This is an optimization exercise on Yosys and OpenROAD, whose aim is small area, a short achievable clock period and few clock cycles, not a production implementation. At most, simulation tests tie the RTL to the original design; equivalence was not proved. No activity file was given, so power comes from the tool's default toggle rates.

## the reference run
==> module duty_cycled_particle_averager, before the edit <==
module duty_cycled_particle_averager
(
    input  wire logic        clk,
    input  wire logic        rst_n,
    input  wire logic        s_tvalid,
    output logic             s_tready,
    input  wire logic [87:0] s_tdata,
    output logic             m_tvalid,
    input  wire logic        m_tready,
    output logic      [63:0] m_tdata,
    input  wire logic        psel,
    input  wire logic        penable,
    input  wire logic        pwrite,
    input  wire logic [3:0]  paddr,
    input  wire logic [31:0] pwdata,
    output logic      [31:0] prdata,
    output logic             pready
);
    localparam int MW = dcpa_pkg::MassW;
    logic [dcpa_pkg::TimeW-1:0] wake_interval_reg;
    logic [dcpa_pkg::TimeW-1:0] warmup_delay_reg;
    logic [dcpa_pkg::TimeW-1:0] read_window_reg;
    logic [31:0]      prdata_reg;
    logic             pready_reg;
    logic [2:0]       wsel_reg;
    logic             accum;
    logic             div_step;
    logic             div_last;
    logic             enable;
    logic             published;
    logic [dcpa_pkg::CountW-1:0] count;
    logic [dcpa_pkg::CountW-1:0] divisor;
    logic [dcpa_pkg::CountW+1:0] divisor3;
    logic [MW-1:0]    mass_pm1;
    logic [MW-1:0]    mass_pm25;
    logic [MW-1:0]    mass_pm10;
    logic [MW-1:0]    avg_pm1;
    logic [MW-1:0]    avg_pm25;
    logic [MW-1:0]    avg_pm10;
    always_ff @(posedge clk or negedge rst_n)
    begin
        if (!rst_n)
        begin
            wake_interval_reg <= dcpa_pkg::WakeIntervalRst;
            warmup_delay_reg  <= dcpa_pkg::WarmupDelayRst;
            read_window_reg   <= dcpa_pkg::ReadWindowRst;
            pready_reg        <= 1'b0;
            wsel_reg          <= '0;
        end
        else
        begin
            pready_reg <= psel && penable && !pready_reg;
            wsel_reg   <= '0;
            if (psel && penable && pwrite && !pready_reg)
            begin
                case (paddr[3:2])
                    dcpa_pkg::RegWakeInterval: wsel_reg <= 3'b001;
                    dcpa_pkg::RegWarmupDelay:  wsel_reg <= 3'b010;
                    dcpa_pkg::RegReadWindow:   wsel_reg <= 3'b100;
                    default: ;
                endcase
            end
            if (wsel_reg[0])
            begin
                wake_interval_reg <= pwdata;
            end
            if (wsel_reg[1])
            begin
                warmup_delay_reg <= pwdata;
            end
            if (wsel_reg[2])
            begin
                read_window_reg <= pwdata;
            end
        end
    end
    always_ff @(posedge clk)
    begin
        case (paddr[3:2])
            dcpa_pkg::RegWakeInterval: prdata_reg <= wake_interval_reg;
            dcpa_pkg::RegWarmupDelay:  prdata_reg <= warmup_delay_reg;
            dcpa_pkg::RegReadWindow:   prdata_reg <= read_window_reg;
            default:                   prdata_reg <= '0;
        endcase
    end
    assign prdata = prdata_reg;
    assign pready = pready_reg;
    dcpa_ctrl u_ctrl (
        .clk              (clk),
        .rst_n            (rst_n),
        .in_valid         (s_tvalid),
        .in_ready         (s_tready),
        .now_ms           (s_tdata[31:0]),
        .first_tick       (s_tdata[32]),
        .reading_valid    (s_tdata[33]),
        .wake_interval_ms (wake_interval_reg),
        .warmup_delay_ms  (warmup_delay_reg),
        .read_window_ms   (read_window_reg),
        .out_ready        (m_tready),
        .out_valid        (m_tvalid),
        .accum            (accum),
        .div_step         (div_step),
        .div_last         (div_last),
        .enable           (enable),
        .published        (published),
        .count            (count),
        .divisor          (divisor),
        .divisor3         (divisor3)
    );
    always_ff @(posedge clk)
    begin
        if (s_tready)
        begin
            mass_pm1  <= s_tdata[49:34];
            mass_pm25 <= s_tdata[65:50];
            mass_pm10 <= s_tdata[81:66];
        end
    end
    dcpa_lane u_lane_pm1 (
        .clk      (clk),
        .rst_n    (rst_n),
        .accum    (accum),
        .div_step (div_step),
        .div_last (div_last),
        .mass     (mass_pm1),
        .divisor  (divisor),
        .divisor3 (divisor3),
        .avg      (avg_pm1)
    );
    dcpa_lane u_lane_pm25 (
        .clk      (clk),
        .rst_n    (rst_n),
        .accum    (accum),
        .div_step (div_step),
        .div_last (div_last),
        .mass     (mass_pm25),
        .divisor  (divisor),
        .divisor3 (divisor3),
        .avg      (avg_pm25)
    );
    dcpa_lane u_lane_pm10 (
        .clk      (clk),
        .rst_n    (rst_n),
        .accum    (accum),
        .div_step (div_step),
        .div_last (div_last),
        .mass     (mass_pm10),
        .divisor  (divisor),
        .divisor3 (divisor3),
        .avg      (avg_pm10)
    );
    assign m_tdata = {6'd0, count, avg_pm10, avg_pm25, avg_pm1, published, enable};
endmodule
Settings: LEC_CHECK=0, ABC_AREA=1, CAP_MARGIN=20, CORE_MARGIN=2, CORE_UTILIZATION=60, SETUP_SLACK_MARGIN=4.3, SLEW_MARGIN=20; clock period 8.0 ns.
standard.sh (not shown) runs the stock make flow with config.mk's settings and CLKGATE_MAP_FILE= SYNTH_SCRIPT=/design/flow/synth_recipe.tcl, a recipe that flattens the netlist after the stock synthesis.
==> flow/flow/run.sh <==
#!/bin/bash
# The standard layout (the standard.sh, all steps through finish), with
# the port buffers that placement inserts made of sky130_fd_sc_hd__buf_2
# cells instead of the buffer_ports default. Every port still gets its own
# buffer. make's full output goes to layout.log in the work folder; ORFS's
# per-step logs stay under orfs/logs/.
set -euo pipefail
bash standard.sh "BUFFER_PORTS_ARGS=-buffer_cell sky130_fd_sc_hd__buf_2" finish > layout.log 2>&1
Testbench counts of the reference run, summed over its fixed seeds: cycles 9,553.
What the trial run does differently from the reference run at the input level:
--- a/flow/design.v
+++ b/flow/design.v
@@ -325,9 +325,9 @@
     localparam int MW = dcpa_pkg::MassW;
     logic [dcpa_pkg::TimeW-1:0] wake_interval_reg;
     logic [dcpa_pkg::TimeW-1:0] warmup_delay_reg;
     logic [dcpa_pkg::TimeW-1:0] read_window_reg;
-    logic [31:0]      prdata_reg;
+    logic [1:0]       rsel_reg;
     logic             pready_reg;
     logic [2:0]       wsel_reg;
     logic             accum;
     logic             div_step;
@@ -381,16 +381,19 @@
         end
     end
     always_ff @(posedge clk)
     begin
-        case (paddr[3:2])
-            dcpa_pkg::RegWakeInterval: prdata_reg <= wake_interval_reg;
-            dcpa_pkg::RegWarmupDelay:  prdata_reg <= warmup_delay_reg;
-            dcpa_pkg::RegReadWindow:   prdata_reg <= read_window_reg;
-            default:                   prdata_reg <= '0;
+        rsel_reg <= paddr[3:2];
+    end
+    always_comb
+    begin
+        case (rsel_reg)
+            dcpa_pkg::RegWakeInterval: prdata = wake_interval_reg;
+            dcpa_pkg::RegWarmupDelay:  prdata = warmup_delay_reg;
+            dcpa_pkg::RegReadWindow:   prdata = read_window_reg;
+            default:                   prdata = '0;
         endcase
     end
-    assign prdata = prdata_reg;
     assign pready = pready_reg;
     dcpa_ctrl u_ctrl (
         .clk              (clk),
         .rst_n            (rst_n),
==> run summary <==
- Every run (the trial run and the reference run) finished clean.
- Fraction of the yosys area taken by sequential cells for the trial run: 1.3 points down relative to the reference run
- The reference run → the trial run: synthesized-area fraction occupied by and/or/nand/nor cells rose 0.72 points, count of fill cells added during filler insertion fell 1.6%.
- Summary of the trial run over the reference run: antenna cell count up 3; area growth from synthesis to layout about even; final non-filler cell area now sits lower; cell count after synthesis ~0 delta; number of standard-cell rows in the floorplan saw a decrease.
For the trial run, only the layout was checked, not whether the RTL still works.


duty_cycled_particle_averager, a different RTL version from the one above (not shown whole).
==> flow/design.v (excerpt) <==
module duty_cycled_particle_averager
(
    input  wire logic        clk,
    input  wire logic        rst_n,
    input  wire logic        s_tvalid,
    output logic             s_tready,
    input  wire logic [87:0] s_tdata,
    output logic             m_tvalid,
    input  wire logic        m_tready,
    output logic      [63:0] m_tdata,
    input  wire logic        psel,
    input  wire logic        penable,
    input  wire logic        pwrite,
    input  wire logic [3:0]  paddr,
    input  wire logic [31:0] pwdata,
    output logic      [31:0] prdata,
    output logic             pready
);
    localparam int MW = dcpa_pkg::MassW;
    logic [dcpa_pkg::TimeW-1:0] wake_interval_reg;
    logic [dcpa_pkg::TimeW-1:0] warmup_delay_reg;
    logic [dcpa_pkg::TimeW-1:0] read_window_reg;
    logic [31:0]      prdata_reg;
    logic             pready_reg;
    logic [2:0]       wsel_reg;
    logic             in_ready;
    logic             accum;
    logic             div_step;
    logic             div_last;
    logic             enable;
    logic             published;
    logic [dcpa_pkg::CountW-1:0] count;
    logic [dcpa_pkg::CountW-1:0] divisor;
    logic [dcpa_pkg::CountW+1:0] divisor3;
    logic [MW-1:0]    mass_pm1;
    logic [MW-1:0]    mass_pm25;
    logic [MW-1:0]    mass_pm10;
    logic [MW-1:0]    avg_pm1;
    logic [MW-1:0]    avg_pm25;
    logic [MW-1:0]    avg_pm10;
    always_ff @(posedge clk or negedge rst_n)
    begin
        if (!rst_n)
        begin
            wake_interval_reg <= dcpa_pkg::WakeIntervalRst;
            warmup_delay_reg  <= dcpa_pkg::WarmupDelayRst;
            read_window_reg   <= dcpa_pkg::ReadWindowRst;
            pready_reg        <= 1'b0;
            wsel_reg          <= '0;
        end
        else
        begin
            pready_reg <= psel && penable && !pready_reg;
            wsel_reg   <= '0;
            if (psel && penable && pwrite && !pready_reg)
            begin
                case (paddr[3:2])
                    dcpa_pkg::RegWakeInterval: wsel_reg <= 3'b001;
                    dcpa_pkg::RegWarmupDelay:  wsel_reg <= 3'b010;
                    dcpa_pkg::RegReadWindow:   wsel_reg <= 3'b100;
                    default: ;
                endcase
            end
            if (wsel_reg[0])
  ...
clock: 8.0 ns
lec_check: 0
abc_area: 1
cap_margin: 20
core_margin: 2
core_utilization: 60
cts_cluster_diameter: 80
cts_cluster_size: 30
setup_slack_margin: 4.3
slew_margin: 20
Scripts as last shown in full above: flow/flow/run.sh
Testbench counts at the start, summed over its fixed seeds: cycles 9,553.
Edit:
--- a/flow/design.v
+++ b/flow/design.v
@@ -93,25 +93,24 @@
     end
     assign avg = avg_reg;
 endmodule
 `default_nettype wire
 `timescale 1ns / 1ps
 `default_nettype none
 module dcpa_ctrl
 (
     input  wire logic                        clk,
     input  wire logic                        rst_n,
     input  wire logic                        in_valid,
     output logic                             in_ready,
-    output logic                             in_ready_port,
     input  wire logic [dcpa_pkg::TimeW-1:0]  now_ms,
     input  wire logic                        first_tick,
     input  wire logic                        reading_valid,
     input  wire logic [dcpa_pkg::TimeW-1:0]  wake_interval_ms,
     input  wire logic [dcpa_pkg::TimeW-1:0]  warmup_delay_ms,
     input  wire logic [dcpa_pkg::TimeW-1:0]  read_window_ms,
     input  wire logic                        out_ready,
     output logic                             out_valid,
     output logic                             accum,
     output logic                             div_step,
     output logic                             div_last,
     output logic                             enable,
@@ -157,26 +156,25 @@
     logic              out_free;
     logic              enable_next;
     logic [CW-1:0]     count_next;
     logic              ready_reg;
     logic              held_reg;
     logic [CW+1:0]     divisor3_reg;
     logic [CW+1:0]     divisor3_next;
     logic              t_valid_next;
     logic              stale_next;
     logic              busy_next;
     logic              pend_next;
     assign fire     = t_valid && !busy_reg && !pend_reg && !stale_reg;
-    assign in_ready      = !held_reg;
-    assign in_ready_port = ready_reg;
+    assign in_ready = ready_reg;
     assign taken    = out_valid_reg && out_ready;
     assign out_free = !out_valid_reg || out_ready;
     assign elapsed_src = held_reg ? t_now : now_ms;
     assign elapsed_new = elapsed_src - wake_time_reg;
     always_ff @(posedge clk)
     begin
         window_end_reg <= {1'b0, warmup_delay_ms} + {1'b0, read_window_ms};
     end
     assign ge_window_end = ({1'b0, t_elapsed} >= window_end_reg);
     assign warmup_zero   = (warmup_delay_ms == '0);
     assign window_zero   = (read_window_ms == '0);
     assign wake       = t_first || (t_elapsed >= wake_interval_ms);
@@ -323,25 +321,24 @@
     input  wire logic [3:0]  paddr,
     input  wire logic [31:0] pwdata,
     output logic      [31:0] prdata,
     output logic             pready
 );
     localparam int MW = dcpa_pkg::MassW;
     logic [dcpa_pkg::TimeW-1:0] wake_interval_reg;
     logic [dcpa_pkg::TimeW-1:0] warmup_delay_reg;
     logic [dcpa_pkg::TimeW-1:0] read_window_reg;
     logic [31:0]      prdata_reg;
     logic             pready_reg;
     logic [2:0]       wsel_reg;
-    logic             in_ready;
     logic             accum;
     logic             div_step;
     logic             div_last;
     logic             enable;
     logic             published;
     logic [dcpa_pkg::CountW-1:0] count;
     logic [dcpa_pkg::CountW-1:0] divisor;
     logic [dcpa_pkg::CountW+1:0] divisor3;
     logic [MW-1:0]    mass_pm1;
     logic [MW-1:0]    mass_pm25;
     logic [MW-1:0]    mass_pm10;
     logic [MW-1:0]    avg_pm1;
@@ -390,46 +387,45 @@
             dcpa_pkg::RegWakeInterval: prdata_reg <= wake_interval_reg;
             dcpa_pkg::RegWarmupDelay:  prdata_reg <= warmup_delay_reg;
             dcpa_pkg::RegReadWindow:   prdata_reg <= read_window_reg;
             default:                   prdata_reg <= '0;
         endcase
     end
     assign prdata = prdata_reg;
     assign pready = pready_reg;
     dcpa_ctrl u_ctrl (
         .clk              (clk),
         .rst_n            (rst_n),
         .in_valid         (s_tvalid),
-        .in_ready         (in_ready),
-        .in_ready_port    (s_tready),
+        .in_ready         (s_tready),
         .now_ms           (s_tdata[31:0]),
         .first_tick       (s_tdata[32]),
         .reading_valid    (s_tdata[33]),
         .wake_interval_ms (wake_interval_reg),
         .warmup_delay_ms  (warmup_delay_reg),
         .read_window_ms   (read_window_reg),
         .out_ready        (m_tready),
         .out_valid        (m_tvalid),
         .accum            (accum),
         .div_step         (div_step),
         .div_last         (div_last),
         .enable           (enable),
         .published        (published),
         .count            (count),
         .divisor          (divisor),
         .divisor3         (divisor3)
     );
     always_ff @(posedge clk)
     begin
-        if (in_ready)
+        if (s_tready)
         begin
             mass_pm1  <= s_tdata[49:34];
             mass_pm25 <= s_tdata[65:50];
             mass_pm10 <= s_tdata[81:66];
         end
     end
     dcpa_lane u_lane_pm1 (
         .clk      (clk),
         .rst_n    (rst_n),
         .accum    (accum),
         .div_step (div_step),
         .div_last (div_last),
Result: Routed wire length came out higher by 2.2%. Synthesized cell count came out higher by 3.4%. Setup slack gets better by 0.044 ns. Hold slack gets better by 0.015 ns. Total power came out higher by 2.8%. Cell area came out higher by 2.5%. Synthesized area came out higher by 2.6%. Non-clock buffer count came out higher by 11. Register-to-register slack gets better by 0.04 ns. Sequential power came out higher by about 3%. Die area came out higher by 2.5%. Clock-buffer cell count came out higher by 3. Fmax came out higher by 1.3%.
For the second run of this note, only the layout was checked, not whether the RTL still works.

[what the ideal ports hide]
No port has a modelled driver above. Below, the same layouts with a new extraction and two added sets of constraints. Step 1: set_driving_cell puts a clkbuf_16 on clk and a buf_2 on each other input, an assumption about the parent block. Step 2 moves the port delays by t, midway between the first and last clock arrival at a register: inputs arrive t later, outputs are due t later. That takes back most of the time a late clock gives input paths. a / b / c = ideal / step 1 / step 2; a / b = the first two.
run	shift t [ns]	setup WS [ns]	hold slack, ns	slew at the worst register clock pin (ns)
the reference run	0.667	4.439 / 4.439 / 3.947	0.444 / 0.444 / 0.444	0.06 / 0.06
the trial run	0.657	4.242 / 4.180 / 3.893	0.433 / 0.433 / 0.433	0.07 / 0.07
the first run of note 2	0.674	4.458 / 4.458 / 3.851	0.436 / 0.436 / 0.436	0.11 / 0.11
the second run of note 2	0.675	4.502 / 4.470 / 3.898	0.451 / 0.451 / 0.451	0.11 / 0.11
After both steps setup and hold are still met in every run listed. For the first run of note 2, which loses most, drivers alone change the setup slack by 0.000 ns; drivers and shift together by -0.607 ns.
